This design comes from an exercise in tuning for small area and a short achievable clock period on the open sky130 flow, not from production work. No run shown here included a check of the RTL's function; only the layout flow was run. Power and IR drop assume default switching activity.

## flow/design.v (module list and top-level ports; edited modules follow where they fit)
// module apbRegs: 58 lines
// module countdownTimer: 44 lines
// module digitGlyph: 33 lines
// module sceneHitTest: 87 lines
// module barrelHits: 706 lines
// module absDiff10: 49 lines
// module fullAdder: 10 lines
// module halfAdder: 9 lines
// module pixelMixer: 13 lines
// module donkeyScreen: 51 lines
module donkeyScreen #(
    parameter int TimerStart      = 6059,
    parameter int FramesPerSecond = 60
) (
    input  logic                  frame_clk,
    input  logic                  reset,
    input  logic                  PSEL,
    input  logic                  PENABLE,
    input  logic                  PWRITE,
    input  logic [7:0]            PADDR,
    input  logic [15:0]           PWDATA,
    output logic [15:0]           PRDATA,
    output logic                  PREADY,
    output logic                  PSLVERR,
    input  logic                  frameStart,
    input  spritePkg::coordT      drawX,
    input  spritePkg::coordT      drawY,
    output spritePkg::colorT      rgb,
    output spritePkg::frameCountT timeLeft
);
  // ...
==> flow/flow/run.sh <==
#!/bin/bash
# The standard layout, with plain buffers on the ports instead of the delay cells
# that port buffering picks by default; each tool's output goes to its own log under orfs/logs
set -euo pipefail
bash standard.sh finish BUFFER_PORTS_ARGS="-buffer_cell sky130_fd_sc_hd__buf_2" > make_finish.log 2>&1
==> flow/standard.sh <==
#!/bin/bash
# synth_recipe.tcl (not shown) runs the flow's synth.tcl, then flattens the netlist and writes it again
# the make line also repeats each setting of config.mk as NAME=value (left out here)
make -C /OpenROAD-flow-scripts/flow DESIGN_CONFIG=/design/flow/config.mk WORK_HOME=/design/flow/orfs CLKGATE_MAP_FILE= SYNTH_SCRIPT=/design/flow/synth_recipe.tcl "${@:-finish}"
==> flow/config.mk <==
export PLATFORM = sky130hd
export DESIGN_NAME = donkeyScreen
export DESIGN_NICKNAME = donkeyScreen
export VERILOG_FILES = /design/flow/design.v
export SDC_FILE = /design/flow/constraint.sdc
export NUM_CORES = 4
export LEC_CHECK = 0
export CAP_MARGIN = 20
export CORE_MARGIN = 2
export CORE_UTILIZATION = 40
export SLEW_MARGIN = 20
export SYNTH_HIERARCHICAL = 1
export SYNTH_MINIMUM_KEEP_SIZE = 0
==> flow/constraint.sdc <==
create_clock -name core_clock -period 14.0 [get_ports {frame_clk}]
set_input_delay 2.8000 -clock core_clock [delete_from_list [all_inputs] [get_ports {frame_clk}]]
set_output_delay 2.8000 -clock core_clock [all_outputs]
set_load 0.01 [all_outputs]
==> impl_results.md, run 1 <==
- Status: finished clean
- Leading cell kind: multi-input combinational cells
- Post-layout instance count excluding filler cells: between 2000 and 2500
- Worst r2r dst: hitTest.code[0]
- Clock sinks: 134
- Fin crit period: about 7.3 ns
- Largest family of logic cells by synthesized area: adder cells
- Top power group: combinational cells
- Hpwl dp: roughly 32 mm
- Synth Area in Compound Gates: a little over a tenth
- Post-synthesis xor/xnor area fraction: under 10%
- Met3 Use GR: around 1.9%
- Initial antenna violation count: 0
- Setup crit end kind: register
- CP bufs+invs: 0
- Seq cells post-synth: between 100 and 150
- Clock Tree Root: clkbuf_16
- Post-Synth Adder-Cell Area: a little over a third
- Non-Clock Buffer Area Fraction: under 10%
- Total Nets Final: 2030
- Setup Skew: between 0.006 and 0.007 ns
- Filler cells: approximately 4000
- Crit path kind: reg2reg
- Logic pwr share: 64.4%
- PnR worst setup slack: 6.65 ns
- CTS Buf Count: 17
- Count of non-CTS buffers in the layout: 83
- CTS resizes: 0
- First-pass iteration count of the detailed router: 5
- RR Startpoint: hitTest.radius[1]
- Detailed-route vias per instance: 5.43
- Largest net degree at the start of global routing: between 50 and 60
- Top-area cell type share of the netlist area: 25.9%
- Setup crit end: hitTest.code[0]
- TritonCTS clock tree: done
- CTS Hold Bufs: 0
- Tapcells: ~530
==> module apbRegs, before the edit <==
module apbRegs (
    input  logic             frame_clk,
    input  logic             reset,
    input  logic             PSEL,
    input  logic             PENABLE,
    input  logic             PWRITE,
    input  logic [7:0]       PADDR,
    input  logic [15:0]      PWDATA,
    output logic [15:0]      PRDATA,
    output logic             PREADY,
    output logic             PSLVERR,
    output spritePkg::coordT barrel0X,
    output spritePkg::coordT barrel0Y,
    output spritePkg::coordT barrel1X,
    output spritePkg::coordT barrel1Y,
    output spritePkg::coordT barrelSize,
    output logic             timerRestart
);
    localparam logic [9:0] OffScreen   = 10'd700;
    localparam logic [9:0] DefaultSize = 10'd8;
    logic       highZero;
    logic       addrMapped;
    logic [5:0] sel;
    logic       writeAcc;
    assign highZero   = (PADDR[7:5] == 3'd0) && (PADDR[1:0] == 2'd0);
    assign addrMapped = highZero && !(PADDR[4] && PADDR[3]);
    always_comb begin
        for (int i = 0; i < 6; i++) sel[i] = highZero && (PADDR[4:2] == 3'(i));
    end
    assign PREADY  = 1'b1;
    assign PSLVERR = ~addrMapped;
    assign PRDATA  = {6'd0, ({10{sel[0]}} & barrel0X) | ({10{sel[1]}} & barrel0Y)
                          | ({10{sel[2]}} & barrel1X) | ({10{sel[3]}} & barrel1Y)
                          | ({10{sel[4]}} & barrelSize)};
    assign writeAcc = PSEL & PENABLE & PWRITE;
    always_ff @(posedge frame_clk or posedge reset) begin
        if (reset) begin
            barrel0X   <= OffScreen;
            barrel0Y   <= OffScreen;
            barrel1X   <= OffScreen;
            barrel1Y   <= OffScreen;
            barrelSize <= DefaultSize;
        end else if (writeAcc) begin
            if (sel[0]) barrel0X   <= PWDATA[9:0];
            if (sel[1]) barrel0Y   <= PWDATA[9:0];
            if (sel[2]) barrel1X   <= PWDATA[9:0];
            if (sel[3]) barrel1Y   <= PWDATA[9:0];
            if (sel[4]) barrelSize <= PWDATA[9:0];
        end
    end
    always_ff @(posedge frame_clk or posedge reset) begin
        if (reset) begin
            timerRestart <= 1'b0;
        end else begin
            timerRestart <= writeAcc && sel[5] && PWDATA[0];
        end
    end
endmodule
==> inputs of run 2 (changes only) <==
--- a/flow/design.v
+++ b/flow/design.v
@@ -46,6 +46,10 @@
     logic       addrMapped;
     logic [5:0] sel;
     logic       writeAcc;
+    logic [4:0] pendSel;    
+    logic [9:0] pendData;
+    logic       pendHit;
+    logic [9:0] regData;
     assign highZero   = (PADDR[7:5] == 3'd0) && (PADDR[1:0] == 2'd0);
     assign addrMapped = highZero && !(PADDR[4] && PADDR[3]);
     always_comb begin
@@ -53,10 +57,22 @@
     end
     assign PREADY  = 1'b1;
     assign PSLVERR = ~addrMapped;
-    assign PRDATA  = {6'd0, ({10{sel[0]}} & barrel0X) | ({10{sel[1]}} & barrel0Y)
-                          | ({10{sel[2]}} & barrel1X) | ({10{sel[3]}} & barrel1Y)
-                          | ({10{sel[4]}} & barrelSize)};
+    assign regData = ({10{sel[0]}} & barrel0X) | ({10{sel[1]}} & barrel0Y)
+                   | ({10{sel[2]}} & barrel1X) | ({10{sel[3]}} & barrel1Y)
+                   | ({10{sel[4]}} & barrelSize);
+    assign pendHit = |(sel[4:0] & pendSel);
+    assign PRDATA  = {6'd0, pendHit ? pendData : regData};
     assign writeAcc = PSEL & PENABLE & PWRITE;
+    always_ff @(posedge frame_clk) begin
+        pendData <= PWDATA[9:0];
+    end
+    always_ff @(posedge frame_clk or posedge reset) begin
+        if (reset) begin
+            pendSel <= 5'd0;
+        end else begin
+            pendSel <= {5{writeAcc}} & sel[4:0];
+        end
+    end
     always_ff @(posedge frame_clk or posedge reset) begin
         if (reset) begin
             barrel0X   <= OffScreen;
@@ -64,12 +80,12 @@
             barrel1X   <= OffScreen;
             barrel1Y   <= OffScreen;
             barrelSize <= DefaultSize;
-        end else if (writeAcc) begin
-            if (sel[0]) barrel0X   <= PWDATA[9:0];
-            if (sel[1]) barrel0Y   <= PWDATA[9:0];
-            if (sel[2]) barrel1X   <= PWDATA[9:0];
-            if (sel[3]) barrel1Y   <= PWDATA[9:0];
-            if (sel[4]) barrelSize <= PWDATA[9:0];
+        end else begin
+            if (pendSel[0]) barrel0X   <= pendData;
+            if (pendSel[1]) barrel0Y   <= pendData;
+            if (pendSel[2]) barrel1X   <= pendData;
+            if (pendSel[3]) barrel1Y   <= pendData;
+            if (pendSel[4]) barrelSize <= pendData;
         end
     end
     always_ff @(posedge frame_clk or posedge reset) begin
@@ -175,31 +191,16 @@
     input  spritePkg::digitT ones,
     output logic [1:0]       code
 );
-    spritePkg::coordT dist0X, dist0Y, dist1X, dist1Y;
-    spritePkg::coordT dist0XNext, dist0YNext, dist1XNext, dist1YNext;
-    spritePkg::coordT radius;
-    logic  distValid;
+    spritePkg::coordT pixX;
+    spritePkg::coordT pixY;
+    logic  pixValid;
     logic  digitHit;
-    logic  girderHit;
     logic  barrelNext;
     logic  girderNext;
     logic  digitNext;
     logic  inDigitArea;
     logic  glyphLit;
     spritePkg::digitT cellDigit;
-    absDiff10 diff0X (.a (drawX), .b (barrel0X), .d (dist0XNext));
-    absDiff10 diff0Y (.a (drawY), .b (barrel0Y), .d (dist0YNext));
-    absDiff10 diff1X (.a (drawX), .b (barrel1X), .d (dist1XNext));
-    absDiff10 diff1Y (.a (drawY), .b (barrel1Y), .d (dist1YNext));
-    always_comb begin
-        girderNext = 1'b0;
-        for (int i = 0; i < spritePkg::GirderCount; i++) begin
-            if ((drawX > spritePkg::GirderLeft[10*i +: 10]) && (drawX < spritePkg::GirderRight[10*i +: 10])
-                    && (drawY >= spritePkg::GirderTop[10*i +: 10]) && (drawY <= spritePkg::GirderBottom[10*i +: 10])) begin
-                girderNext = 1'b1;
-            end
-        end
-    end
     assign inDigitArea = (drawX < 10'd24) && (drawY < 10'd16);
     always_comb begin
         case (drawX[4:3])
@@ -216,42 +217,49 @@
     );
     assign digitNext = inDigitArea & glyphLit;
     always_ff @(posedge frame_clk) begin
-        dist0X <= dist0XNext;
-        dist0Y <= dist0YNext;
-        dist1X <= dist1XNext;
-        dist1Y <= dist1YNext;
-        radius <= barrelSize;
+        pixX <= drawX;
+        pixY <= drawY;
     end
     always_ff @(posedge frame_clk or posedge reset) begin
         if (reset) begin
-            distValid <= 1'b0;
-            digitHit  <= 1'b0;
-            girderHit <= 1'b0;
+            pixValid <= 1'b0;
+            digitHit <= 1'b0;
         end else begin
-            distValid <= 1'b1;
-            digitHit  <= digitNext;
-            girderHit <= girderNext;
+            pixValid <= 1'b1;
+            digitHit <= digitNext;
         end
     end
     barrelHits circles (
-        .a0x (dist0X), .a0y (dist0Y), .a1x (dist1X), .a1y (dist1Y),
-        .radius (radius),
+        .px (pixX), .py (pixY),
+        .c0x (barrel0X), .c0y (barrel0Y), .c1x (barrel1X), .c1y (barrel1Y),
+        .radius (barrelSize),
         .hit (barrelNext)
     );
+    always_comb begin
+        girderNext = 1'b0;
+        for (int i = 0; i < spritePkg::GirderCount; i++) begin
+            if ((pixX > spritePkg::GirderLeft[10*i +: 10]) && (pixX < spritePkg::GirderRight[10*i +: 10])
+                    && (pixY >= spritePkg::GirderTop[10*i +: 10]) && (pixY <= spritePkg::GirderBottom[10*i +: 10])) begin
+                girderNext = 1'b1;
+            end
+        end
+    end
     always_ff @(posedge frame_clk or posedge reset) begin
         if (reset) begin
             code <= 2'b00;
         end else begin
-            code[1] <= (distValid & barrelNext) | digitHit;
-            code[0] <= (distValid & barrelNext) | (~digitHit & girderHit);
+            code[1] <= (pixValid & barrelNext) | digitHit;
+            code[0] <= pixValid & (barrelNext | (~digitHit & girderNext));
         end
     end
 endmodule
 module barrelHits (
-    input  logic [9:0] a0x,
-    input  logic [9:0] a0y,
-    input  logic [9:0] a1x,
-    input  logic [9:0] a1y,
+    input  logic [9:0] px,
+    input  logic [9:0] py,
+    input  logic [9:0] c0x,
+    input  logic [9:0] c0y,
+    input  logic [9:0] c1x,
+    input  logic [9:0] c1y,
     input  logic [9:0] radius,
     output logic       hit
 );
@@ -359,102 +367,186 @@
     wire [19:0] rqA = {1'b0, radius[9], fc72, fc71, fc70, fc69, fc68, fc67, fc66, fc65, fc64, fc63, fc62, hc61, hc60, hs60, pp1, radius[1], 1'b0, radius[0]};
     wire [19:0] rqB = {1'b0, pp44, pp43, fs72, fs71, fs70, fs69, fs68, fs67, fs66, fs65, fs64, fs63, fs62, hs61, pp9, 1'b0, pp0, 1'b0, 1'b0};
     wire [19:0] radSq = rqA + rqB;
-    wire pp73 = a0x[0] & a0x[1];
-    wire pp74 = a0x[0] & a0x[2];
-    wire pp75 = a0x[0] & a0x[3];
-    wire pp76 = a0x[0] & a0x[4];
-    wire pp77 = a0x[0] & a0x[5];
-    wire pp78 = a0x[0] & a0x[6];
-    wire pp79 = a0x[0] & a0x[7];
-    wire pp80 = a0x[0] & a0x[8];
-    wire pp81 = a0x[0] & a0x[9];
-    wire pp82 = a0x[1] & a0x[2];
-    wire pp83 = a0x[1] & a0x[3];
-    wire pp84 = a0x[1] & a0x[4];
-    wire pp85 = a0x[1] & a0x[5];
-    wire pp86 = a0x[1] & a0x[6];
-    wire pp87 = a0x[1] & a0x[7];
-    wire pp88 = a0x[1] & a0x[8];
-    wire pp89 = a0x[1] & a0x[9];
-    wire pp90 = a0x[2] & a0x[3];
-    wire pp91 = a0x[2] & a0x[4];
-    wire pp92 = a0x[2] & a0x[5];
-    wire pp93 = a0x[2] & a0x[6];
-    wire pp94 = a0x[2] & a0x[7];
-    wire pp95 = a0x[2] & a0x[8];
-    wire pp96 = a0x[2] & a0x[9];
-    wire pp97 = a0x[3] & a0x[4];
-    wire pp98 = a0x[3] & a0x[5];
-    wire pp99 = a0x[3] & a0x[6];
-    wire pp100 = a0x[3] & a0x[7];
-    wire pp101 = a0x[3] & a0x[8];
-    wire pp102 = a0x[3] & a0x[9];
-    wire pp103 = a0x[4] & a0x[5];
-    wire pp104 = a0x[4] & a0x[6];
-    wire pp105 = a0x[4] & a0x[7];
-    wire pp106 = a0x[4] & a0x[8];
-    wire pp107 = a0x[4] & a0x[9];
-    wire pp108 = a0x[5] & a0x[6];
-    wire pp109 = a0x[5] & a0x[7];
-    wire pp110 = a0x[5] & a0x[8];
-    wire pp111 = a0x[5] & a0x[9];
-    wire pp112 = a0x[6] & a0x[7];
-    wire pp113 = a0x[6] & a0x[8];
-    wire pp114 = a0x[6] & a0x[9];
-    wire pp115 = a0x[7] & a0x[8];
-    wire pp116 = a0x[7] & a0x[9];
-    wire pp117 = a0x[8] & a0x[9];
-    wire pp118 = a0y[0] & a0y[1];
-    wire pp119 = a0y[0] & a0y[2];
-    wire pp120 = a0y[0] & a0y[3];
-    wire pp121 = a0y[0] & a0y[4];
-    wire pp122 = a0y[0] & a0y[5];
-    wire pp123 = a0y[0] & a0y[6];
-    wire pp124 = a0y[0] & a0y[7];
-    wire pp125 = a0y[0] & a0y[8];
-    wire pp126 = a0y[0] & a0y[9];
-    wire pp127 = a0y[1] & a0y[2];
-    wire pp128 = a0y[1] & a0y[3];
-    wire pp129 = a0y[1] & a0y[4];
-    wire pp130 = a0y[1] & a0y[5];
-    wire pp131 = a0y[1] & a0y[6];
-    wire pp132 = a0y[1] & a0y[7];
-    wire pp133 = a0y[1] & a0y[8];
-    wire pp134 = a0y[1] & a0y[9];
-    wire pp135 = a0y[2] & a0y[3];
-    wire pp136 = a0y[2] & a0y[4];
-    wire pp137 = a0y[2] & a0y[5];
-    wire pp138 = a0y[2] & a0y[6];
-    wire pp139 = a0y[2] & a0y[7];
-    wire pp140 = a0y[2] & a0y[8];
-    wire pp141 = a0y[2] & a0y[9];
-    wire pp142 = a0y[3] & a0y[4];
-    wire pp143 = a0y[3] & a0y[5];
-    wire pp144 = a0y[3] & a0y[6];
-    wire pp145 = a0y[3] & a0y[7];
-    wire pp146 = a0y[3] & a0y[8];
-    wire pp147 = a0y[3] & a0y[9];
-    wire pp148 = a0y[4] & a0y[5];
-    wire pp149 = a0y[4] & a0y[6];
-    wire pp150 = a0y[4] & a0y[7];
-    wire pp151 = a0y[4] & a0y[8];
-    wire pp152 = a0y[4] & a0y[9];
-    wire pp153 = a0y[5] & a0y[6];
-    wire pp154 = a0y[5] & a0y[7];
-    wire pp155 = a0y[5] & a0y[8];
-    wire pp156 = a0y[5] & a0y[9];
-    wire pp157 = a0y[6] & a0y[7];
-    wire pp158 = a0y[6] & a0y[8];
-    wire pp159 = a0y[6] & a0y[9];
-    wire pp160 = a0y[7] & a0y[8];
-    wire pp161 = a0y[7] & a0y[9];
-    wire pp162 = a0y[8] & a0y[9];
+    wire [9:0] b0xp = ~(px ^ c0x);
+    wire [9:0] b0xg = px & ~c0x;
+    wire b0xG0_1 = b0xg[1] | (b0xp[1] & b0xg[0]);
+    wire b0xP0_1 = b0xp[1] & b0xp[0];
+    wire b0xG0_3 = b0xg[3] | (b0xp[3] & b0xg[2]);
+    wire b0xP0_3 = b0xp[3] & b0xp[2];
+    wire b0xG0_5 = b0xg[5] | (b0xp[5] & b0xg[4]);
+    wire b0xP0_5 = b0xp[5] & b0xp[4];
+    wire b0xG0_7 = b0xg[7] | (b0xp[7] & b0xg[6]);
+    wire b0xP0_7 = b0xp[7] & b0xp[6];
+    wire b0xG0_9 = b0xg[9] | (b0xp[9] & b0xg[8]);
+    wire b0xP0_9 = b0xp[9] & b0xp[8];
+    wire b0xG1_2 = b0xg[2] | (b0xp[2] & b0xG0_1);
+    wire b0xP1_2 = b0xp[2] & b0xP0_1;
+    wire b0xG1_3 = b0xG0_3 | (b0xP0_3 & b0xG0_1);
+    wire b0xP1_3 = b0xP0_3 & b0xP0_1;
+    wire b0xG1_6 = b0xg[6] | (b0xp[6] & b0xG0_5);
+    wire b0xP1_6 = b0xp[6] & b0xP0_5;
+    wire b0xG1_7 = b0xG0_7 | (b0xP0_7 & b0xG0_5);
+    wire b0xP1_7 = b0xP0_7 & b0xP0_5;
+    wire b0xG2_4 = b0xg[4] | (b0xp[4] & b0xG1_3);
+    wire b0xP2_4 = b0xp[4] & b0xP1_3;
+    wire b0xG2_5 = b0xG0_5 | (b0xP0_5 & b0xG1_3);
+    wire b0xP2_5 = b0xP0_5 & b0xP1_3;
+    wire b0xG2_6 = b0xG1_6 | (b0xP1_6 & b0xG1_3);
+    wire b0xP2_6 = b0xP1_6 & b0xP1_3;
+    wire b0xG2_7 = b0xG1_7 | (b0xP1_7 & b0xG1_3);
+    wire b0xP2_7 = b0xP1_7 & b0xP1_3;
+    wire b0xG3_8 = b0xg[8] | (b0xp[8] & b0xG2_7);
+    wire b0xP3_8 = b0xp[8] & b0xP2_7;
+    wire b0xG3_9 = b0xG0_9 | (b0xP0_9 & b0xG2_7);
+    wire b0xP3_9 = b0xP0_9 & b0xP2_7;
+    wire b0xo0 = b0xG3_9 ? (b0xp[0] ^ 1'b1) : ~(b0xp[0] ^ 1'b0);
+    wire b0xo1 = b0xG3_9 ? (b0xp[1] ^ (b0xg[0] | b0xp[0])) : ~(b0xp[1] ^ b0xg[0]);
+    wire b0xo2 = b0xG3_9 ? (b0xp[2] ^ (b0xG0_1 | b0xP0_1)) : ~(b0xp[2] ^ b0xG0_1);
+    wire b0xo3 = b0xG3_9 ? (b0xp[3] ^ (b0xG1_2 | b0xP1_2)) : ~(b0xp[3] ^ b0xG1_2);
+    wire b0xo4 = b0xG3_9 ? (b0xp[4] ^ (b0xG1_3 | b0xP1_3)) : ~(b0xp[4] ^ b0xG1_3);
+    wire b0xo5 = b0xG3_9 ? (b0xp[5] ^ (b0xG2_4 | b0xP2_4)) : ~(b0xp[5] ^ b0xG2_4);
+    wire b0xo6 = b0xG3_9 ? (b0xp[6] ^ (b0xG2_5 | b0xP2_5)) : ~(b0xp[6] ^ b0xG2_5);
+    wire b0xo7 = b0xG3_9 ? (b0xp[7] ^ (b0xG2_6 | b0xP2_6)) : ~(b0xp[7] ^ b0xG2_6);
+    wire b0xo8 = b0xG3_9 ? (b0xp[8] ^ (b0xG2_7 | b0xP2_7)) : ~(b0xp[8] ^ b0xG2_7);
+    wire b0xo9 = b0xG3_9 ? (b0xp[9] ^ (b0xG3_8 | b0xP3_8)) : ~(b0xp[9] ^ b0xG3_8);
+    wire [9:0] b0yp = ~(py ^ c0y);
+    wire [9:0] b0yg = py & ~c0y;
+    wire b0yG0_1 = b0yg[1] | (b0yp[1] & b0yg[0]);
+    wire b0yP0_1 = b0yp[1] & b0yp[0];
+    wire b0yG0_3 = b0yg[3] | (b0yp[3] & b0yg[2]);
+    wire b0yP0_3 = b0yp[3] & b0yp[2];
+    wire b0yG0_5 = b0yg[5] | (b0yp[5] & b0yg[4]);
+    wire b0yP0_5 = b0yp[5] & b0yp[4];
+    wire b0yG0_7 = b0yg[7] | (b0yp[7] & b0yg[6]);
+    wire b0yP0_7 = b0yp[7] & b0yp[6];
+    wire b0yG0_9 = b0yg[9] | (b0yp[9] & b0yg[8]);
+    wire b0yP0_9 = b0yp[9] & b0yp[8];
+    wire b0yG1_2 = b0yg[2] | (b0yp[2] & b0yG0_1);
+    wire b0yP1_2 = b0yp[2] & b0yP0_1;
+    wire b0yG1_3 = b0yG0_3 | (b0yP0_3 & b0yG0_1);
+    wire b0yP1_3 = b0yP0_3 & b0yP0_1;
+    wire b0yG1_6 = b0yg[6] | (b0yp[6] & b0yG0_5);
+    wire b0yP1_6 = b0yp[6] & b0yP0_5;
+    wire b0yG1_7 = b0yG0_7 | (b0yP0_7 & b0yG0_5);
+    wire b0yP1_7 = b0yP0_7 & b0yP0_5;
+    wire b0yG2_4 = b0yg[4] | (b0yp[4] & b0yG1_3);
+    wire b0yP2_4 = b0yp[4] & b0yP1_3;
+    wire b0yG2_5 = b0yG0_5 | (b0yP0_5 & b0yG1_3);
+    wire b0yP2_5 = b0yP0_5 & b0yP1_3;
+    wire b0yG2_6 = b0yG1_6 | (b0yP1_6 & b0yG1_3);
+    wire b0yP2_6 = b0yP1_6 & b0yP1_3;
+    wire b0yG2_7 = b0yG1_7 | (b0yP1_7 & b0yG1_3);
+    wire b0yP2_7 = b0yP1_7 & b0yP1_3;
+    wire b0yG3_8 = b0yg[8] | (b0yp[8] & b0yG2_7);
+    wire b0yP3_8 = b0yp[8] & b0yP2_7;
+    wire b0yG3_9 = b0yG0_9 | (b0yP0_9 & b0yG2_7);
+    wire b0yP3_9 = b0yP0_9 & b0yP2_7;
+    wire b0yo0 = b0yG3_9 ? (b0yp[0] ^ 1'b1) : ~(b0yp[0] ^ 1'b0);
+    wire b0yo1 = b0yG3_9 ? (b0yp[1] ^ (b0yg[0] | b0yp[0])) : ~(b0yp[1] ^ b0yg[0]);
+    wire b0yo2 = b0yG3_9 ? (b0yp[2] ^ (b0yG0_1 | b0yP0_1)) : ~(b0yp[2] ^ b0yG0_1);
+    wire b0yo3 = b0yG3_9 ? (b0yp[3] ^ (b0yG1_2 | b0yP1_2)) : ~(b0yp[3] ^ b0yG1_2);
+    wire b0yo4 = b0yG3_9 ? (b0yp[4] ^ (b0yG1_3 | b0yP1_3)) : ~(b0yp[4] ^ b0yG1_3);
+    wire b0yo5 = b0yG3_9 ? (b0yp[5] ^ (b0yG2_4 | b0yP2_4)) : ~(b0yp[5] ^ b0yG2_4);
+    wire b0yo6 = b0yG3_9 ? (b0yp[6] ^ (b0yG2_5 | b0yP2_5)) : ~(b0yp[6] ^ b0yG2_5);
+    wire b0yo7 = b0yG3_9 ? (b0yp[7] ^ (b0yG2_6 | b0yP2_6)) : ~(b0yp[7] ^ b0yG2_6);
+    wire b0yo8 = b0yG3_9 ? (b0yp[8] ^ (b0yG2_7 | b0yP2_7)) : ~(b0yp[8] ^ b0yG2_7);
+    wire b0yo9 = b0yG3_9 ? (b0yp[9] ^ (b0yG3_8 | b0yP3_8)) : ~(b0yp[9] ^ b0yG3_8);
+    wire pp73 = b0xo0 & b0xo1;
+    wire pp74 = b0xo0 & b0xo2;
+    wire pp75 = b0xo0 & b0xo3;
+    wire pp76 = b0xo0 & b0xo4;
+    wire pp77 = b0xo0 & b0xo5;
+    wire pp78 = b0xo0 & b0xo6;
+    wire pp79 = b0xo0 & b0xo7;
+    wire pp80 = b0xo0 & b0xo8;
+    wire pp81 = b0xo0 & b0xo9;
+    wire pp82 = b0xo1 & b0xo2;
+    wire pp83 = b0xo1 & b0xo3;
+    wire pp84 = b0xo1 & b0xo4;
+    wire pp85 = b0xo1 & b0xo5;
+    wire pp86 = b0xo1 & b0xo6;
+    wire pp87 = b0xo1 & b0xo7;
+    wire pp88 = b0xo1 & b0xo8;
+    wire pp89 = b0xo1 & b0xo9;
+    wire pp90 = b0xo2 & b0xo3;
+    wire pp91 = b0xo2 & b0xo4;
+    wire pp92 = b0xo2 & b0xo5;
+    wire pp93 = b0xo2 & b0xo6;
+    wire pp94 = b0xo2 & b0xo7;
+    wire pp95 = b0xo2 & b0xo8;
+    wire pp96 = b0xo2 & b0xo9;
+    wire pp97 = b0xo3 & b0xo4;
+    wire pp98 = b0xo3 & b0xo5;
+    wire pp99 = b0xo3 & b0xo6;
+    wire pp100 = b0xo3 & b0xo7;
+    wire pp101 = b0xo3 & b0xo8;
+    wire pp102 = b0xo3 & b0xo9;
+    wire pp103 = b0xo4 & b0xo5;
+    wire pp104 = b0xo4 & b0xo6;
+    wire pp105 = b0xo4 & b0xo7;
+    wire pp106 = b0xo4 & b0xo8;
+    wire pp107 = b0xo4 & b0xo9;
+    wire pp108 = b0xo5 & b0xo6;
+    wire pp109 = b0xo5 & b0xo7;
+    wire pp110 = b0xo5 & b0xo8;
+    wire pp111 = b0xo5 & b0xo9;
+    wire pp112 = b0xo6 & b0xo7;
+    wire pp113 = b0xo6 & b0xo8;
+    wire pp114 = b0xo6 & b0xo9;
+    wire pp115 = b0xo7 & b0xo8;
+    wire pp116 = b0xo7 & b0xo9;
+    wire pp117 = b0xo8 & b0xo9;
+    wire pp118 = b0yo0 & b0yo1;
+    wire pp119 = b0yo0 & b0yo2;
+    wire pp120 = b0yo0 & b0yo3;
+    wire pp121 = b0yo0 & b0yo4;
+    wire pp122 = b0yo0 & b0yo5;
+    wire pp123 = b0yo0 & b0yo6;
+    wire pp124 = b0yo0 & b0yo7;
+    wire pp125 = b0yo0 & b0yo8;
+    wire pp126 = b0yo0 & b0yo9;
+    wire pp127 = b0yo1 & b0yo2;
+    wire pp128 = b0yo1 & b0yo3;
+    wire pp129 = b0yo1 & b0yo4;
+    wire pp130 = b0yo1 & b0yo5;
+    wire pp131 = b0yo1 & b0yo6;
+    wire pp132 = b0yo1 & b0yo7;
+    wire pp133 = b0yo1 & b0yo8;
+    wire pp134 = b0yo1 & b0yo9;
+    wire pp135 = b0yo2 & b0yo3;
+    wire pp136 = b0yo2 & b0yo4;
+    wire pp137 = b0yo2 & b0yo5;
+    wire pp138 = b0yo2 & b0yo6;
+    wire pp139 = b0yo2 & b0yo7;
+    wire pp140 = b0yo2 & b0yo8;
+    wire pp141 = b0yo2 & b0yo9;
+    wire pp142 = b0yo3 & b0yo4;
+    wire pp143 = b0yo3 & b0yo5;
+    wire pp144 = b0yo3 & b0yo6;
+    wire pp145 = b0yo3 & b0yo7;
+    wire pp146 = b0yo3 & b0yo8;
+    wire pp147 = b0yo3 & b0yo9;
+    wire pp148 = b0yo4 & b0yo5;
+    wire pp149 = b0yo4 & b0yo6;
+    wire pp150 = b0yo4 & b0yo7;
+    wire pp151 = b0yo4 & b0yo8;
+    wire pp152 = b0yo4 & b0yo9;
+    wire pp153 = b0yo5 & b0yo6;
+    wire pp154 = b0yo5 & b0yo7;
+    wire pp155 = b0yo5 & b0yo8;
+    wire pp156 = b0yo5 & b0yo9;
+    wire pp157 = b0yo6 & b0yo7;
+    wire pp158 = b0yo6 & b0yo8;
+    wire pp159 = b0yo6 & b0yo9;
+    wire pp160 = b0yo7 & b0yo8;
+    wire pp161 = b0yo7 & b0yo9;
+    wire pp162 = b0yo8 & b0yo9;
     wire fs163, fc163;
-    fullAdder u163 (.a(a0x[4]), .b(a0y[4]), .c(pp79), .s(fs163), .co(fc163));
+    fullAdder u163 (.a(b0xo4), .b(b0yo4), .c(pp79), .s(fs163), .co(fc163));
     wire hs164, hc164;
     halfAdder u164 (.a(pp80), .b(pp87), .s(hs164), .co(hc164));
     wire fs165, fc165;
-    fullAdder u165 (.a(a0x[5]), .b(a0y[5]), .c(pp81), .s(fs165), .co(fc165));
+    fullAdder u165 (.a(b0xo5), .b(b0yo5), .c(pp81), .s(fs165), .co(fc165));
     wire fs166, fc166;
     fullAdder u166 (.a(pp88), .b(pp94), .c(pp99), .s(fs166), .co(fc166));
     wire hs167, hc167;
@@ -464,13 +556,13 @@
     wire hs169, hc169;
     halfAdder u169 (.a(pp104), .b(pp134), .s(hs169), .co(hc169));
     wire fs170, fc170;
-    fullAdder u170 (.a(a0x[6]), .b(a0y[6]), .c(pp96), .s(fs170), .co(fc170));
+    fullAdder u170 (.a(b0xo6), .b(b0yo6), .c(pp96), .s(fs170), .co(fc170));
     wire fs171, fc171;
     fullAdder u171 (.a(pp101), .b(pp105), .c(pp108), .s(fs171), .co(fc171));
     wire hs172, hc172;
-    halfAdder u172 (.a(a0x[2]), .b(a0y[2]), .s(hs172), .co(hc172));
+    halfAdder u172 (.a(b0xo2), .b(b0yo2), .s(hs172), .co(hc172));
     wire fs173, fc173;
-    fullAdder u173 (.a(a0x[3]), .b(a0y[3]), .c(pp77), .s(fs173), .co(fc173));
+    fullAdder u173 (.a(b0xo3), .b(b0yo3), .c(pp77), .s(fs173), .co(fc173));
     wire hs174, hc174;
     halfAdder u174 (.a(pp84), .b(pp90), .s(hs174), .co(hc174));
     wire fs175, fc175;
@@ -514,7 +606,7 @@
     wire fs194, fc194;
     fullAdder u194 (.a(fc170), .b(fc171), .c(~radSq[13]), .s(fs194), .co(fc194));
     wire fs195, fc195;
-    fullAdder u195 (.a(a0x[7]), .b(a0y[7]), .c(pp107), .s(fs195), .co(fc195));
+    fullAdder u195 (.a(b0xo7), .b(b0yo7), .c(pp107), .s(fs195), .co(fc195));
     wire fs196, fc196;
     fullAdder u196 (.a(pp110), .b(pp112), .c(pp152), .s(fs196), .co(fc196));
     wire fs197, fc197;
@@ -522,9 +614,9 @@
     wire fs198, fc198;
     fullAdder u198 (.a(pp111), .b(pp113), .c(pp156), .s(fs198), .co(fc198));
     wire fs199, fc199;
-    fullAdder u199 (.a(a0x[8]), .b(a0y[8]), .c(pp114), .s(fs199), .co(fc199));
+    fullAdder u199 (.a(b0xo8), .b(b0yo8), .c(pp114), .s(fs199), .co(fc199));
     wire hs200, hc200;
-    halfAdder u200 (.a(a0x[1]), .b(a0y[1]), .s(hs200), .co(hc200));
+    halfAdder u200 (.a(b0xo1), .b(b0yo1), .s(hs200), .co(hc200));
     wire fs201, fc201;
     fullAdder u201 (.a(pp75), .b(pp82), .c(pp120), .s(fs201), .co(fc201));
     wire fs202, fc202;
@@ -578,7 +670,7 @@
     wire fs226, fc226;
     fullAdder u226 (.a(pp116), .b(pp161), .c(fc199), .s(fs226), .co(fc226));
     wire fs227, fc227;
-    fullAdder u227 (.a(a0x[9]), .b(a0y[9]), .c(pp117), .s(fs227), .co(fc227));
+    fullAdder u227 (.a(b0xo9), .b(b0yo9), .c(pp117), .s(fs227), .co(fc227));
     wire hs228, hc228;
     halfAdder u228 (.a(pp73), .b(pp118), .s(hs228), .co(hc228));
     wire fs229, fc229;
@@ -614,7 +706,7 @@
     wire fs244, fc244;
     fullAdder u244 (.a(pp162), .b(fs227), .c(fc226), .s(fs244), .co(fc244));
     wire hs245, hc245;
-    halfAdder u245 (.a(a0x[0]), .b(a0y[0]), .s(hs245), .co(hc245));
+    halfAdder u245 (.a(b0xo0), .b(b0yo0), .s(hs245), .co(hc245));
     wire hs246, hc246;
     halfAdder u246 (.a(hs200), .b(hs228), .s(hs246), .co(hc246));
     wire fs247, fc247;
@@ -648,109 +740,193 @@
     wire fs261, fc261;
     fullAdder u261 (.a(fc225), .b(fs243), .c(fc242), .s(fs261), .co(fc261));
     wire fs262, fc262;
-    fullAdder u262 (.a(fs244), .b(~radSq[18]), .c(fc243), .s(fs262), .co(fc262));
+    fullAdder u262 (.a(~radSq[18]), .b(fs244), .c(fc243), .s(fs262), .co(fc262));
     wire fs263, fc263;
     fullAdder u263 (.a(fc227), .b(fc244), .c(~radSq[19]), .s(fs263), .co(fc263));
     wire [19:0] b0A = {fc262, fc261, fc260, fc259, fc258, fc257, fc256, fc255, fc254, fc253, fc252, fc251, fc250, fc249, fc248, fc247, hc246, hs246, hc245, hs245};
     wire [19:0] b0B = {fs263, fs262, fs261, fs260, fs259, fs258, fs257, fs256, fs255, fs254, fs253, fs252, fs251, fs250, fs249, fs248, fs247, ~radSq[2], ~radSq[1], ~radSq[0]};
     wire [20:0] b0S = {1'b0, b0A} + {1'b0, b0B};
     wire b0hit = ~(fc263 | b0S[20]);
-    wire pp264 = a1x[0] & a1x[1];
-    wire pp265 = a1x[0] & a1x[2];
-    wire pp266 = a1x[0] & a1x[3];
-    wire pp267 = a1x[0] & a1x[4];
-    wire pp268 = a1x[0] & a1x[5];
-    wire pp269 = a1x[0] & a1x[6];
-    wire pp270 = a1x[0] & a1x[7];
-    wire pp271 = a1x[0] & a1x[8];
-    wire pp272 = a1x[0] & a1x[9];
-    wire pp273 = a1x[1] & a1x[2];
-    wire pp274 = a1x[1] & a1x[3];
-    wire pp275 = a1x[1] & a1x[4];
-    wire pp276 = a1x[1] & a1x[5];
-    wire pp277 = a1x[1] & a1x[6];
-    wire pp278 = a1x[1] & a1x[7];
-    wire pp279 = a1x[1] & a1x[8];
-    wire pp280 = a1x[1] & a1x[9];
-    wire pp281 = a1x[2] & a1x[3];
-    wire pp282 = a1x[2] & a1x[4];
-    wire pp283 = a1x[2] & a1x[5];
-    wire pp284 = a1x[2] & a1x[6];
-    wire pp285 = a1x[2] & a1x[7];
-    wire pp286 = a1x[2] & a1x[8];
-    wire pp287 = a1x[2] & a1x[9];
-    wire pp288 = a1x[3] & a1x[4];
-    wire pp289 = a1x[3] & a1x[5];
-    wire pp290 = a1x[3] & a1x[6];
-    wire pp291 = a1x[3] & a1x[7];
-    wire pp292 = a1x[3] & a1x[8];
-    wire pp293 = a1x[3] & a1x[9];
-    wire pp294 = a1x[4] & a1x[5];
-    wire pp295 = a1x[4] & a1x[6];
-    wire pp296 = a1x[4] & a1x[7];
-    wire pp297 = a1x[4] & a1x[8];
-    wire pp298 = a1x[4] & a1x[9];
-    wire pp299 = a1x[5] & a1x[6];
-    wire pp300 = a1x[5] & a1x[7];
-    wire pp301 = a1x[5] & a1x[8];
-    wire pp302 = a1x[5] & a1x[9];
-    wire pp303 = a1x[6] & a1x[7];
-    wire pp304 = a1x[6] & a1x[8];
-    wire pp305 = a1x[6] & a1x[9];
-    wire pp306 = a1x[7] & a1x[8];
-    wire pp307 = a1x[7] & a1x[9];
-    wire pp308 = a1x[8] & a1x[9];
-    wire pp309 = a1y[0] & a1y[1];
-    wire pp310 = a1y[0] & a1y[2];
-    wire pp311 = a1y[0] & a1y[3];
-    wire pp312 = a1y[0] & a1y[4];
-    wire pp313 = a1y[0] & a1y[5];
-    wire pp314 = a1y[0] & a1y[6];
-    wire pp315 = a1y[0] & a1y[7];
-    wire pp316 = a1y[0] & a1y[8];
-    wire pp317 = a1y[0] & a1y[9];
-    wire pp318 = a1y[1] & a1y[2];
-    wire pp319 = a1y[1] & a1y[3];
-    wire pp320 = a1y[1] & a1y[4];
-    wire pp321 = a1y[1] & a1y[5];
-    wire pp322 = a1y[1] & a1y[6];
-    wire pp323 = a1y[1] & a1y[7];
-    wire pp324 = a1y[1] & a1y[8];
-    wire pp325 = a1y[1] & a1y[9];
-    wire pp326 = a1y[2] & a1y[3];
-    wire pp327 = a1y[2] & a1y[4];
-    wire pp328 = a1y[2] & a1y[5];
-    wire pp329 = a1y[2] & a1y[6];
-    wire pp330 = a1y[2] & a1y[7];
-    wire pp331 = a1y[2] & a1y[8];
-    wire pp332 = a1y[2] & a1y[9];
-    wire pp333 = a1y[3] & a1y[4];
-    wire pp334 = a1y[3] & a1y[5];
-    wire pp335 = a1y[3] & a1y[6];
-    wire pp336 = a1y[3] & a1y[7];
-    wire pp337 = a1y[3] & a1y[8];
-    wire pp338 = a1y[3] & a1y[9];
-    wire pp339 = a1y[4] & a1y[5];
-    wire pp340 = a1y[4] & a1y[6];
-    wire pp341 = a1y[4] & a1y[7];
-    wire pp342 = a1y[4] & a1y[8];
-    wire pp343 = a1y[4] & a1y[9];
-    wire pp344 = a1y[5] & a1y[6];
-    wire pp345 = a1y[5] & a1y[7];
-    wire pp346 = a1y[5] & a1y[8];
-    wire pp347 = a1y[5] & a1y[9];
-    wire pp348 = a1y[6] & a1y[7];
-    wire pp349 = a1y[6] & a1y[8];
-    wire pp350 = a1y[6] & a1y[9];
-    wire pp351 = a1y[7] & a1y[8];
-    wire pp352 = a1y[7] & a1y[9];
-    wire pp353 = a1y[8] & a1y[9];
+    wire [9:0] b1xp = ~(px ^ c1x);
+    wire [9:0] b1xg = px & ~c1x;
+    wire b1xG0_1 = b1xg[1] | (b1xp[1] & b1xg[0]);
+    wire b1xP0_1 = b1xp[1] & b1xp[0];
+    wire b1xG0_3 = b1xg[3] | (b1xp[3] & b1xg[2]);
+    wire b1xP0_3 = b1xp[3] & b1xp[2];
+    wire b1xG0_5 = b1xg[5] | (b1xp[5] & b1xg[4]);
+    wire b1xP0_5 = b1xp[5] & b1xp[4];
+    wire b1xG0_7 = b1xg[7] | (b1xp[7] & b1xg[6]);
+    wire b1xP0_7 = b1xp[7] & b1xp[6];
+    wire b1xG0_9 = b1xg[9] | (b1xp[9] & b1xg[8]);
+    wire b1xP0_9 = b1xp[9] & b1xp[8];
+    wire b1xG1_2 = b1xg[2] | (b1xp[2] & b1xG0_1);
+    wire b1xP1_2 = b1xp[2] & b1xP0_1;
+    wire b1xG1_3 = b1xG0_3 | (b1xP0_3 & b1xG0_1);
+    wire b1xP1_3 = b1xP0_3 & b1xP0_1;
+    wire b1xG1_6 = b1xg[6] | (b1xp[6] & b1xG0_5);
+    wire b1xP1_6 = b1xp[6] & b1xP0_5;
+    wire b1xG1_7 = b1xG0_7 | (b1xP0_7 & b1xG0_5);
+    wire b1xP1_7 = b1xP0_7 & b1xP0_5;
+    wire b1xG2_4 = b1xg[4] | (b1xp[4] & b1xG1_3);
+    wire b1xP2_4 = b1xp[4] & b1xP1_3;
+    wire b1xG2_5 = b1xG0_5 | (b1xP0_5 & b1xG1_3);
+    wire b1xP2_5 = b1xP0_5 & b1xP1_3;
+    wire b1xG2_6 = b1xG1_6 | (b1xP1_6 & b1xG1_3);
+    wire b1xP2_6 = b1xP1_6 & b1xP1_3;
+    wire b1xG2_7 = b1xG1_7 | (b1xP1_7 & b1xG1_3);
+    wire b1xP2_7 = b1xP1_7 & b1xP1_3;
+    wire b1xG3_8 = b1xg[8] | (b1xp[8] & b1xG2_7);
+    wire b1xP3_8 = b1xp[8] & b1xP2_7;
+    wire b1xG3_9 = b1xG0_9 | (b1xP0_9 & b1xG2_7);
+    wire b1xP3_9 = b1xP0_9 & b1xP2_7;
+    wire b1xo0 = b1xG3_9 ? (b1xp[0] ^ 1'b1) : ~(b1xp[0] ^ 1'b0);
+    wire b1xo1 = b1xG3_9 ? (b1xp[1] ^ (b1xg[0] | b1xp[0])) : ~(b1xp[1] ^ b1xg[0]);
+    wire b1xo2 = b1xG3_9 ? (b1xp[2] ^ (b1xG0_1 | b1xP0_1)) : ~(b1xp[2] ^ b1xG0_1);
+    wire b1xo3 = b1xG3_9 ? (b1xp[3] ^ (b1xG1_2 | b1xP1_2)) : ~(b1xp[3] ^ b1xG1_2);
+    wire b1xo4 = b1xG3_9 ? (b1xp[4] ^ (b1xG1_3 | b1xP1_3)) : ~(b1xp[4] ^ b1xG1_3);
+    wire b1xo5 = b1xG3_9 ? (b1xp[5] ^ (b1xG2_4 | b1xP2_4)) : ~(b1xp[5] ^ b1xG2_4);
+    wire b1xo6 = b1xG3_9 ? (b1xp[6] ^ (b1xG2_5 | b1xP2_5)) : ~(b1xp[6] ^ b1xG2_5);
+    wire b1xo7 = b1xG3_9 ? (b1xp[7] ^ (b1xG2_6 | b1xP2_6)) : ~(b1xp[7] ^ b1xG2_6);
+    wire b1xo8 = b1xG3_9 ? (b1xp[8] ^ (b1xG2_7 | b1xP2_7)) : ~(b1xp[8] ^ b1xG2_7);
+    wire b1xo9 = b1xG3_9 ? (b1xp[9] ^ (b1xG3_8 | b1xP3_8)) : ~(b1xp[9] ^ b1xG3_8);
+    wire [9:0] b1yp = ~(py ^ c1y);
+    wire [9:0] b1yg = py & ~c1y;
+    wire b1yG0_1 = b1yg[1] | (b1yp[1] & b1yg[0]);
+    wire b1yP0_1 = b1yp[1] & b1yp[0];
+    wire b1yG0_3 = b1yg[3] | (b1yp[3] & b1yg[2]);
+    wire b1yP0_3 = b1yp[3] & b1yp[2];
+    wire b1yG0_5 = b1yg[5] | (b1yp[5] & b1yg[4]);
+    wire b1yP0_5 = b1yp[5] & b1yp[4];
+    wire b1yG0_7 = b1yg[7] | (b1yp[7] & b1yg[6]);
+    wire b1yP0_7 = b1yp[7] & b1yp[6];
+    wire b1yG0_9 = b1yg[9] | (b1yp[9] & b1yg[8]);
+    wire b1yP0_9 = b1yp[9] & b1yp[8];
+    wire b1yG1_2 = b1yg[2] | (b1yp[2] & b1yG0_1);
+    wire b1yP1_2 = b1yp[2] & b1yP0_1;
+    wire b1yG1_3 = b1yG0_3 | (b1yP0_3 & b1yG0_1);
+    wire b1yP1_3 = b1yP0_3 & b1yP0_1;
+    wire b1yG1_6 = b1yg[6] | (b1yp[6] & b1yG0_5);
+    wire b1yP1_6 = b1yp[6] & b1yP0_5;
+    wire b1yG1_7 = b1yG0_7 | (b1yP0_7 & b1yG0_5);
+    wire b1yP1_7 = b1yP0_7 & b1yP0_5;
+    wire b1yG2_4 = b1yg[4] | (b1yp[4] & b1yG1_3);
+    wire b1yP2_4 = b1yp[4] & b1yP1_3;
+    wire b1yG2_5 = b1yG0_5 | (b1yP0_5 & b1yG1_3);
+    wire b1yP2_5 = b1yP0_5 & b1yP1_3;
+    wire b1yG2_6 = b1yG1_6 | (b1yP1_6 & b1yG1_3);
+    wire b1yP2_6 = b1yP1_6 & b1yP1_3;
+    wire b1yG2_7 = b1yG1_7 | (b1yP1_7 & b1yG1_3);
+    wire b1yP2_7 = b1yP1_7 & b1yP1_3;
+    wire b1yG3_8 = b1yg[8] | (b1yp[8] & b1yG2_7);
+    wire b1yP3_8 = b1yp[8] & b1yP2_7;
+    wire b1yG3_9 = b1yG0_9 | (b1yP0_9 & b1yG2_7);
+    wire b1yP3_9 = b1yP0_9 & b1yP2_7;
+    wire b1yo0 = b1yG3_9 ? (b1yp[0] ^ 1'b1) : ~(b1yp[0] ^ 1'b0);
+    wire b1yo1 = b1yG3_9 ? (b1yp[1] ^ (b1yg[0] | b1yp[0])) : ~(b1yp[1] ^ b1yg[0]);
+    wire b1yo2 = b1yG3_9 ? (b1yp[2] ^ (b1yG0_1 | b1yP0_1)) : ~(b1yp[2] ^ b1yG0_1);
+    wire b1yo3 = b1yG3_9 ? (b1yp[3] ^ (b1yG1_2 | b1yP1_2)) : ~(b1yp[3] ^ b1yG1_2);
+    wire b1yo4 = b1yG3_9 ? (b1yp[4] ^ (b1yG1_3 | b1yP1_3)) : ~(b1yp[4] ^ b1yG1_3);
+    wire b1yo5 = b1yG3_9 ? (b1yp[5] ^ (b1yG2_4 | b1yP2_4)) : ~(b1yp[5] ^ b1yG2_4);
+    wire b1yo6 = b1yG3_9 ? (b1yp[6] ^ (b1yG2_5 | b1yP2_5)) : ~(b1yp[6] ^ b1yG2_5);
+    wire b1yo7 = b1yG3_9 ? (b1yp[7] ^ (b1yG2_6 | b1yP2_6)) : ~(b1yp[7] ^ b1yG2_6);
+    wire b1yo8 = b1yG3_9 ? (b1yp[8] ^ (b1yG2_7 | b1yP2_7)) : ~(b1yp[8] ^ b1yG2_7);
+    wire b1yo9 = b1yG3_9 ? (b1yp[9] ^ (b1yG3_8 | b1yP3_8)) : ~(b1yp[9] ^ b1yG3_8);
+    wire pp264 = b1xo0 & b1xo1;
+    wire pp265 = b1xo0 & b1xo2;
+    wire pp266 = b1xo0 & b1xo3;
+    wire pp267 = b1xo0 & b1xo4;
+    wire pp268 = b1xo0 & b1xo5;
+    wire pp269 = b1xo0 & b1xo6;
+    wire pp270 = b1xo0 & b1xo7;
+    wire pp271 = b1xo0 & b1xo8;
+    wire pp272 = b1xo0 & b1xo9;
+    wire pp273 = b1xo1 & b1xo2;
+    wire pp274 = b1xo1 & b1xo3;
+    wire pp275 = b1xo1 & b1xo4;
+    wire pp276 = b1xo1 & b1xo5;
+    wire pp277 = b1xo1 & b1xo6;
+    wire pp278 = b1xo1 & b1xo7;
+    wire pp279 = b1xo1 & b1xo8;
+    wire pp280 = b1xo1 & b1xo9;
+    wire pp281 = b1xo2 & b1xo3;
+    wire pp282 = b1xo2 & b1xo4;
+    wire pp283 = b1xo2 & b1xo5;
+    wire pp284 = b1xo2 & b1xo6;
+    wire pp285 = b1xo2 & b1xo7;
+    wire pp286 = b1xo2 & b1xo8;
+    wire pp287 = b1xo2 & b1xo9;
+    wire pp288 = b1xo3 & b1xo4;
+    wire pp289 = b1xo3 & b1xo5;
+    wire pp290 = b1xo3 & b1xo6;
+    wire pp291 = b1xo3 & b1xo7;
+    wire pp292 = b1xo3 & b1xo8;
+    wire pp293 = b1xo3 & b1xo9;
+    wire pp294 = b1xo4 & b1xo5;
+    wire pp295 = b1xo4 & b1xo6;
+    wire pp296 = b1xo4 & b1xo7;
+    wire pp297 = b1xo4 & b1xo8;
+    wire pp298 = b1xo4 & b1xo9;
+    wire pp299 = b1xo5 & b1xo6;
+    wire pp300 = b1xo5 & b1xo7;
+    wire pp301 = b1xo5 & b1xo8;
+    wire pp302 = b1xo5 & b1xo9;
+    wire pp303 = b1xo6 & b1xo7;
+    wire pp304 = b1xo6 & b1xo8;
+    wire pp305 = b1xo6 & b1xo9;
+    wire pp306 = b1xo7 & b1xo8;
+    wire pp307 = b1xo7 & b1xo9;
+    wire pp308 = b1xo8 & b1xo9;
+    wire pp309 = b1yo0 & b1yo1;
+    wire pp310 = b1yo0 & b1yo2;
+    wire pp311 = b1yo0 & b1yo3;
+    wire pp312 = b1yo0 & b1yo4;
+    wire pp313 = b1yo0 & b1yo5;
+    wire pp314 = b1yo0 & b1yo6;
+    wire pp315 = b1yo0 & b1yo7;
+    wire pp316 = b1yo0 & b1yo8;
+    wire pp317 = b1yo0 & b1yo9;
+    wire pp318 = b1yo1 & b1yo2;
+    wire pp319 = b1yo1 & b1yo3;
+    wire pp320 = b1yo1 & b1yo4;
+    wire pp321 = b1yo1 & b1yo5;
+    wire pp322 = b1yo1 & b1yo6;
+    wire pp323 = b1yo1 & b1yo7;
+    wire pp324 = b1yo1 & b1yo8;
+    wire pp325 = b1yo1 & b1yo9;
+    wire pp326 = b1yo2 & b1yo3;
+    wire pp327 = b1yo2 & b1yo4;
+    wire pp328 = b1yo2 & b1yo5;
+    wire pp329 = b1yo2 & b1yo6;
+    wire pp330 = b1yo2 & b1yo7;
+    wire pp331 = b1yo2 & b1yo8;
+    wire pp332 = b1yo2 & b1yo9;
+    wire pp333 = b1yo3 & b1yo4;
+    wire pp334 = b1yo3 & b1yo5;
+    wire pp335 = b1yo3 & b1yo6;
+    wire pp336 = b1yo3 & b1yo7;
+    wire pp337 = b1yo3 & b1yo8;
+    wire pp338 = b1yo3 & b1yo9;
+    wire pp339 = b1yo4 & b1yo5;
+    wire pp340 = b1yo4 & b1yo6;
+    wire pp341 = b1yo4 & b1yo7;
+    wire pp342 = b1yo4 & b1yo8;
+    wire pp343 = b1yo4 & b1yo9;
+    wire pp344 = b1yo5 & b1yo6;
+    wire pp345 = b1yo5 & b1yo7;
+    wire pp346 = b1yo5 & b1yo8;
+    wire pp347 = b1yo5 & b1yo9;
+    wire pp348 = b1yo6 & b1yo7;
+    wire pp349 = b1yo6 & b1yo8;
+    wire pp350 = b1yo6 & b1yo9;
+    wire pp351 = b1yo7 & b1yo8;
+    wire pp352 = b1yo7 & b1yo9;
+    wire pp353 = b1yo8 & b1yo9;
     wire fs354, fc354;
-    fullAdder u354 (.a(a1x[4]), .b(a1y[4]), .c(pp270), .s(fs354), .co(fc354));
+    fullAdder u354 (.a(b1xo4), .b(b1yo4), .c(pp270), .s(fs354), .co(fc354));
     wire hs355, hc355;
     halfAdder u355 (.a(pp271), .b(pp278), .s(hs355), .co(hc355));
     wire fs356, fc356;
-    fullAdder u356 (.a(a1x[5]), .b(a1y[5]), .c(pp272), .s(fs356), .co(fc356));
+    fullAdder u356 (.a(b1xo5), .b(b1yo5), .c(pp272), .s(fs356), .co(fc356));
     wire fs357, fc357;
     fullAdder u357 (.a(pp279), .b(pp285), .c(pp290), .s(fs357), .co(fc357));
     wire hs358, hc358;
@@ -760,13 +936,13 @@
     wire hs360, hc360;
     halfAdder u360 (.a(pp295), .b(pp325), .s(hs360), .co(hc360));
     wire fs361, fc361;
-    fullAdder u361 (.a(a1x[6]), .b(a1y[6]), .c(pp287), .s(fs361), .co(fc361));
+    fullAdder u361 (.a(b1xo6), .b(b1yo6), .c(pp287), .s(fs361), .co(fc361));
     wire fs362, fc362;
     fullAdder u362 (.a(pp292), .b(pp296), .c(pp299), .s(fs362), .co(fc362));
     wire hs363, hc363;
-    halfAdder u363 (.a(a1x[2]), .b(a1y[2]), .s(hs363), .co(hc363));
+    halfAdder u363 (.a(b1xo2), .b(b1yo2), .s(hs363), .co(hc363));
     wire fs364, fc364;
-    fullAdder u364 (.a(a1x[3]), .b(a1y[3]), .c(pp268), .s(fs364), .co(fc364));
+    fullAdder u364 (.a(b1xo3), .b(b1yo3), .c(pp268), .s(fs364), .co(fc364));
     wire hs365, hc365;
     halfAdder u365 (.a(pp275), .b(pp281), .s(hs365), .co(hc365));
     wire fs366, fc366;
@@ -810,7 +986,7 @@
     wire fs385, fc385;
     fullAdder u385 (.a(fc361), .b(fc362), .c(~radSq[13]), .s(fs385), .co(fc385));
     wire fs386, fc386;
-    fullAdder u386 (.a(a1x[7]), .b(a1y[7]), .c(pp298), .s(fs386), .co(fc386));
+    fullAdder u386 (.a(b1xo7), .b(b1yo7), .c(pp298), .s(fs386), .co(fc386));
     wire fs387, fc387;
     fullAdder u387 (.a(pp301), .b(pp303), .c(pp343), .s(fs387), .co(fc387));
     wire fs388, fc388;
@@ -818,9 +994,9 @@
     wire fs389, fc389;
     fullAdder u389 (.a(pp302), .b(pp304), .c(pp347), .s(fs389), .co(fc389));
     wire fs390, fc390;
-    fullAdder u390 (.a(a1x[8]), .b(a1y[8]), .c(pp305), .s(fs390), .co(fc390));
+    fullAdder u390 (.a(b1xo8), .b(b1yo8), .c(pp305), .s(fs390), .co(fc390));
     wire hs391, hc391;
-    halfAdder u391 (.a(a1x[1]), .b(a1y[1]), .s(hs391), .co(hc391));
+    halfAdder u391 (.a(b1xo1), .b(b1yo1), .s(hs391), .co(hc391));
     wire fs392, fc392;
     fullAdder u392 (.a(pp266), .b(pp273), .c(pp311), .s(fs392), .co(fc392));
     wire fs393, fc393;
@@ -874,7 +1050,7 @@
     wire fs417, fc417;
     fullAdder u417 (.a(pp307), .b(pp352), .c(fc390), .s(fs417), .co(fc417));
     wire fs418, fc418;
-    fullAdder u418 (.a(a1x[9]), .b(a1y[9]), .c(pp308), .s(fs418), .co(fc418));
+    fullAdder u418 (.a(b1xo9), .b(b1yo9), .c(pp308), .s(fs418), .co(fc418));
     wire hs419, hc419;
     halfAdder u419 (.a(pp264), .b(pp309), .s(hs419), .co(hc419));
     wire fs420, fc420;
@@ -910,7 +1086,7 @@
     wire fs435, fc435;
     fullAdder u435 (.a(pp353), .b(fs418), .c(fc417), .s(fs435), .co(fc435));
     wire hs436, hc436;
-    halfAdder u436 (.a(a1x[0]), .b(a1y[0]), .s(hs436), .co(hc436));
+    halfAdder u436 (.a(b1xo0), .b(b1yo0), .s(hs436), .co(hc436));
     wire hs437, hc437;
     halfAdder u437 (.a(hs391), .b(hs419), .s(hs437), .co(hc437));
     wire fs438, fc438;
@@ -944,7 +1120,7 @@
     wire fs452, fc452;
     fullAdder u452 (.a(fc416), .b(fs434), .c(fc433), .s(fs452), .co(fc452));
     wire fs453, fc453;
-    fullAdder u453 (.a(fs435), .b(~radSq[18]), .c(fc434), .s(fs453), .co(fc453));
+    fullAdder u453 (.a(~radSq[18]), .b(fs435), .c(fc434), .s(fs453), .co(fc453));
     wire fs454, fc454;
     fullAdder u454 (.a(fc418), .b(fc435), .c(~radSq[19]), .s(fs454), .co(fc454));
     wire [19:0] b1A = {fc453, fc452, fc451, fc450, fc449, fc448, fc447, fc446, fc445, fc444, fc443, fc442, fc441, fc440, fc439, fc438, hc437, hs437, hc436, hs436};
@@ -953,55 +1129,6 @@
     wire b1hit = ~(fc454 | b1S[20]);
     assign hit = b0hit | b1hit;
 endmodule
-module absDiff10 (
-    input  logic [9:0] a,
-    input  logic [9:0] b,
-    output logic [9:0] d
-);
-    wire [9:0] dp = ~(a ^ b);
-    wire [9:0] dg = a & ~b;
-    wire dG0_1 = dg[1] | (dp[1] & dg[0]);
-    wire dP0_1 = dp[1] & dp[0];
-    wire dG0_3 = dg[3] | (dp[3] & dg[2]);
-    wire dP0_3 = dp[3] & dp[2];
-    wire dG0_5 = dg[5] | (dp[5] & dg[4]);
-    wire dP0_5 = dp[5] & dp[4];
-    wire dG0_7 = dg[7] | (dp[7] & dg[6]);
-    wire dP0_7 = dp[7] & dp[6];
-    wire dG0_9 = dg[9] | (dp[9] & dg[8]);
-    wire dP0_9 = dp[9] & dp[8];
-    wire dG1_2 = dg[2] | (dp[2] & dG0_1);
-    wire dP1_2 = dp[2] & dP0_1;
-    wire dG1_3 = dG0_3 | (dP0_3 & dG0_1);
-    wire dP1_3 = dP0_3 & dP0_1;
-    wire dG1_6 = dg[6] | (dp[6] & dG0_5);
-    wire dP1_6 = dp[6] & dP0_5;
-    wire dG1_7 = dG0_7 | (dP0_7 & dG0_5);
-    wire dP1_7 = dP0_7 & dP0_5;
-    wire dG2_4 = dg[4] | (dp[4] & dG1_3);
-    wire dP2_4 = dp[4] & dP1_3;
-    wire dG2_5 = dG0_5 | (dP0_5 & dG1_3);
-    wire dP2_5 = dP0_5 & dP1_3;
-    wire dG2_6 = dG1_6 | (dP1_6 & dG1_3);
-    wire dP2_6 = dP1_6 & dP1_3;
-    wire dG2_7 = dG1_7 | (dP1_7 & dG1_3);
-    wire dP2_7 = dP1_7 & dP1_3;
-    wire dG3_8 = dg[8] | (dp[8] & dG2_7);
-    wire dP3_8 = dp[8] & dP2_7;
-    wire dG3_9 = dG0_9 | (dP0_9 & dG2_7);
-    wire dP3_9 = dP0_9 & dP2_7;
-    wire do0 = dG3_9 ? (dp[0] ^ 1'b1) : ~(dp[0] ^ 1'b0);
-    wire do1 = dG3_9 ? (dp[1] ^ (dg[0] | dp[0])) : ~(dp[1] ^ dg[0]);
-    wire do2 = dG3_9 ? (dp[2] ^ (dG0_1 | dP0_1)) : ~(dp[2] ^ dG0_1);
-    wire do3 = dG3_9 ? (dp[3] ^ (dG1_2 | dP1_2)) : ~(dp[3] ^ dG1_2);
-    wire do4 = dG3_9 ? (dp[4] ^ (dG1_3 | dP1_3)) : ~(dp[4] ^ dG1_3);
-    wire do5 = dG3_9 ? (dp[5] ^ (dG2_4 | dP2_4)) : ~(dp[5] ^ dG2_4);
-    wire do6 = dG3_9 ? (dp[6] ^ (dG2_5 | dP2_5)) : ~(dp[6] ^ dG2_5);
-    wire do7 = dG3_9 ? (dp[7] ^ (dG2_6 | dP2_6)) : ~(dp[7] ^ dG2_6);
-    wire do8 = dG3_9 ? (dp[8] ^ (dG2_7 | dP2_7)) : ~(dp[8] ^ dG2_7);
-    wire do9 = dG3_9 ? (dp[9] ^ (dG3_8 | dP3_8)) : ~(dp[9] ^ dG3_8);
-    assign d = {do9, do8, do7, do6, do5, do4, do3, do2, do1, do0};
-endmodule
 module fullAdder (
     input  logic a,
     input  logic b,
==> flow/run.sh (new file) <==
#!/bin/bash
# synth_recipe.tcl (not shown) runs the flow's synth.tcl, then flattens the netlist and writes it again
# the make line also repeats each setting of config.mk as NAME=value (left out here)
make -C /OpenROAD-flow-scripts/flow DESIGN_CONFIG=/design/flow/config.mk WORK_HOME=/design/flow/orfs CLKGATE_MAP_FILE= SYNTH_SCRIPT=/design/flow/synth_recipe.tcl finish
removed: flow/flow/run.sh
removed: flow/standard.sh
==> impl_results.md, run 2 <==
- Status: finished clean (unchanged)
- CTS Hold Bufs: 0 (unchanged)
- Worst Hold End: hitTest.code[1] (was hitTest.radius[8])
- Post-synthesis average cell area: 9.91 um2 (was 10.3 um2)
- Hpwl dp: 33.1 mm (was 32.1 mm)
- Hold_sp: hitTest.digitHit (was regs.barrelSize[8])
- Slew HR: 20.8% (was 42.3%)
- Seq cells post-synth: 118 (was 134)
- Data arrival, critical path: 8.86 ns (was 7.70 ns)
- Filler cells: 3892 (was 4017)
- Setup Skew: 0.00815 ns (was 0.00663 ns)
- Max-slew violations: 0 (unchanged)
- Clock sinks: 118 (was 134)
- Biggest area consumer among synthesized cells: fa_1 (unchanged)
- Leak: 7.75 nW (was 7.71 nW)
- Multi-input logic area: 12300 um2 (was 12400 um2)
- Worst Max-Slew Pin Slew: 1.18 ns (was 0.864 ns)
- Core area: 39600 um2 (was 40900 um2)
- Commonest non-fill, non-tap cells in the layout: nor2_1 (234), fa_1 (215), ha_1 (142), inv_1 (129), clkdlybuf4s50_1 (79) (was and2_1 (219), fa_1 (215), ha_1 (142), inv_1 (100), nand2_1 (83))
- Max Cap Viol: 0 (unchanged)
- Vias in the first global route: 12600 (was 12200)
- Setup crit end kind: register (unchanged)
- Initial antenna violation count: 0 (unchanged)
- Die width: 204 um (was 208 um)
- Fin. Hold Viols: 0 (unchanged)
- H-Tree Depth: 4 (unchanged)
- RePlAce Congestion: 0.872 (was 0.866)
- Crit path kind: reg2reg (unchanged)
- CP required: 14.32 ns (was 14.35 ns)
- DR DRC count: 0 (unchanged)
- CP Launch Type: register (unchanged)
- Synth async-reset ratio: 74.6% (was 62.7%)
- Drt initial violations: 798 (was 690)
- CTS Buf Count: 17 (unchanged)
- Die area: 41600 um2 (was 43200 um2)
- Setup violations, final: 0 (unchanged)
- # diodes: 0 (unchanged)
- Largest net degree at the start of global routing: 57 (was 52)
- Max FFs per register: 13 (unchanged)
- Fmax: 117 MHz (was 136 MHz)
- Top-area cell type share of the netlist area: 26.9% (was 25.9%)
- Die height: 204 um (was 208 um)
- Most numerous cell in the Yosys netlist: nor2_1 (was and2_1)
- Total Nets Final: 2072 (was 2030)
- # port buffers: 79 (unchanged)
- Io pins: 96 (unchanged)
- Fin crit period: 8.55 ns (was 7.35 ns)
- Overflow after GRT: 0 (unchanged)
- Detailed-route vias per instance: 5.50 (was 5.43)
- Clock transition at path regs: 0.05 ns (was 0.06 ns)
- Yosys Warn Count: 10 (unchanged)
- Average wire per standard cell: 18.7 um (was 18.5 um)
- Core Util, Final: 44.8% (was 43.0%)
- Most flops, register: timer.count (unchanged)
- Synth cell types: 99 (was 91)
- RR Startpoint: hitTest.pixY[3] (was hitTest.radius[1])
- Worst r2r dst: hitTest.code[0] (unchanged)
- Mapped Area: 16000 um2 (was 16600 um2)
- Worst skew pair latency: 0.42 ns (was 0.44 ns)
- Fin crit share: 61.0% (was 52.5%)
- Setup Fix Bufs, Post-CTS: 0 (unchanged)
- TritonCTS clock tree: done (unchanged)
- Max FO, Critical Path: 15 (was 11)
- First-pass iteration count of the detailed router: 5 (unchanged)
- Cells after Synth: 1614 (was 1610)
- Total negative slack: 0 ns (unchanged)
- Layout cells sized above 1: 12.8% (was 16.4%)
- Starting Density: 40.4% (was 40.6%)
- Worst Hold Class: reg2reg (unchanged)
- Clock Tree Root: clkbuf_16 (unchanged)
- CTS resizes: 0 (unchanged)
==> run 2: cell types whose count changed after synthesis, sizes merged, moves of 9 or more <==
cell,change
mux2,-15
xor2,-19
nor2,+188
dfxtp,-20
nand2,-24
buf,-43
o31ai,+9
clkbuf,+14
mux2i,+11
and2,-179
inv,+30
o21ai,+13
xnor2,+16
a221oi,-9
==> run 2: worst max path at each step <==
stage | from | to | slack (ns) | depth (start not counted)
floorplan | PADDR[3] | PRDATA[4] | 6.89 | 6
global placement | hitTest.pixY[3] | hitTest.code[0] | 5.54 | 22
detailed placement | hitTest.pixY[3] | hitTest.code[0] | 5.49 | 22
CTS | hitTest.pixY[3] | hitTest.code[0] | 5.47 | 22
global route | hitTest.pixY[3] | hitTest.code[0] | 4.96 | 22
finish | hitTest.pixY[3] | hitTest.code[0] | 5.45 | 22
==> run 2: layout make-up <==
cell class,instances,area share [%]
Inverter,131,2.77
Tap cell,525,3.70
Timing Repair Buffer,92,5.00
Multi-Input combinational cell,1305,69.0
Clock inverter,10,0.817
Sequential cell,118,16.1
Clock buffer,22,2.67
==> run 2: Yosys stat by module, one instance, submodules excluded, a selection <==
| module | cell area, um2 | flops+latches | times used |
|---|---|---|---|
| fullAdder | 20.0 | 0 | 199 |
| sceneHitTest | 1020 | 24 | 1 |
| halfAdder | 12.5 | 0 | 31 |
| digitGlyph | 342 | 0 | 1 |
| barrelHits | 5380 | 0 | 1 |
| apbRegs | 2980 | 66 | 1 |
| countdownTimer | 1770 | 28 | 1 |
==> run 2: metrics by stage <==
| step | setup WS [ns] | area [um2] | power, mW | instances | hold WS (ns) |
|---|---|---|---|---|---|
| 2_1_floorplan | 6.89 | 16000 | 1.85 | 1621 | 0.411 |
| 3_3_place_gp | 5.54 | 17100 | 2.23 | 2171 | 0.429 |
| 3_5_place_dp | 5.49 | 17100 | 2.29 | 2171 | 0.429 |
| 4_1_cts | 5.47 | 17800 | 2.77 | 2203 | 0.441 |
| 5_1_grt | 4.96 | 17800 | 3.08 | 2203 | 0.490 |
| 6_report | 5.45 | 17800 | 2.75 | 2203 | 0.438 |
==> run 2: cells by family after synthesis <==
family          Yosys count  synth area share [%]
other cells               4                0.0938
xor+xnor                 43                  3.10
flops                   118                  17.8
simple gates            515                  16.0
buf+inv                 198                  5.72
mux                      91                  6.47
fa+ha+maj               357                  38.0
compound gates          288                  12.8
==> run 2: critical path: stages, from the launching register on <==
cell	delay, ns
dfxtp_1	0.68
ha_1	0.40
and3b_1	0.25
o21ai_1	0.22
a32oi_2	0.18
a21oi_1	0.85
mux2i_1	0.25
xnor2_2	0.61
inv_1	0.14
fa_1	0.52
fa_1	0.46
fa_1	0.45
fa_1	0.51
fa_1	0.42
ha_1	0.31
a21o_1	0.19
a211oi_1	0.28
a21oi_1	0.16
a2111oi_0	0.46
o2bb2ai_1	0.35
o21ai_0	0.25
a211o_1	0.31
o221ai_1	0.18
==> run 2: report_power, final <==
| group | total (mW) | switching (mW) | internal, mW |
|---|---|---|---|
| combinational | 1.85 | 0.981 | 0.867 |
| clock | 0.452 | 0.158 | 0.295 |
| sequential | 0.445 | 0.0560 | 0.390 |
| total | 2.75 | 1.19 | 1.55 |
==> run 2: routing by layer <==
metal | routed length (um) | vias to the layer above | GRT usage [%]
met5 | 0 | - | 0
met4 | 804 | 0 | 5.38
met3 | 1600 | 41 | 2.54
met2 | 20600 | 263 | 35.5
met1 | 18200 | 6141 | 27.0
li1 | - | 5673 | -

Setup slack of run 2, layout unchanged: 5.453 ns with ideal ports, 5.453 ns with driving cells assumed (clock clkbuf_16, inputs buf_2), 5.453 ns with port delays also shifted by the 0.464 ns mid clock arrival.
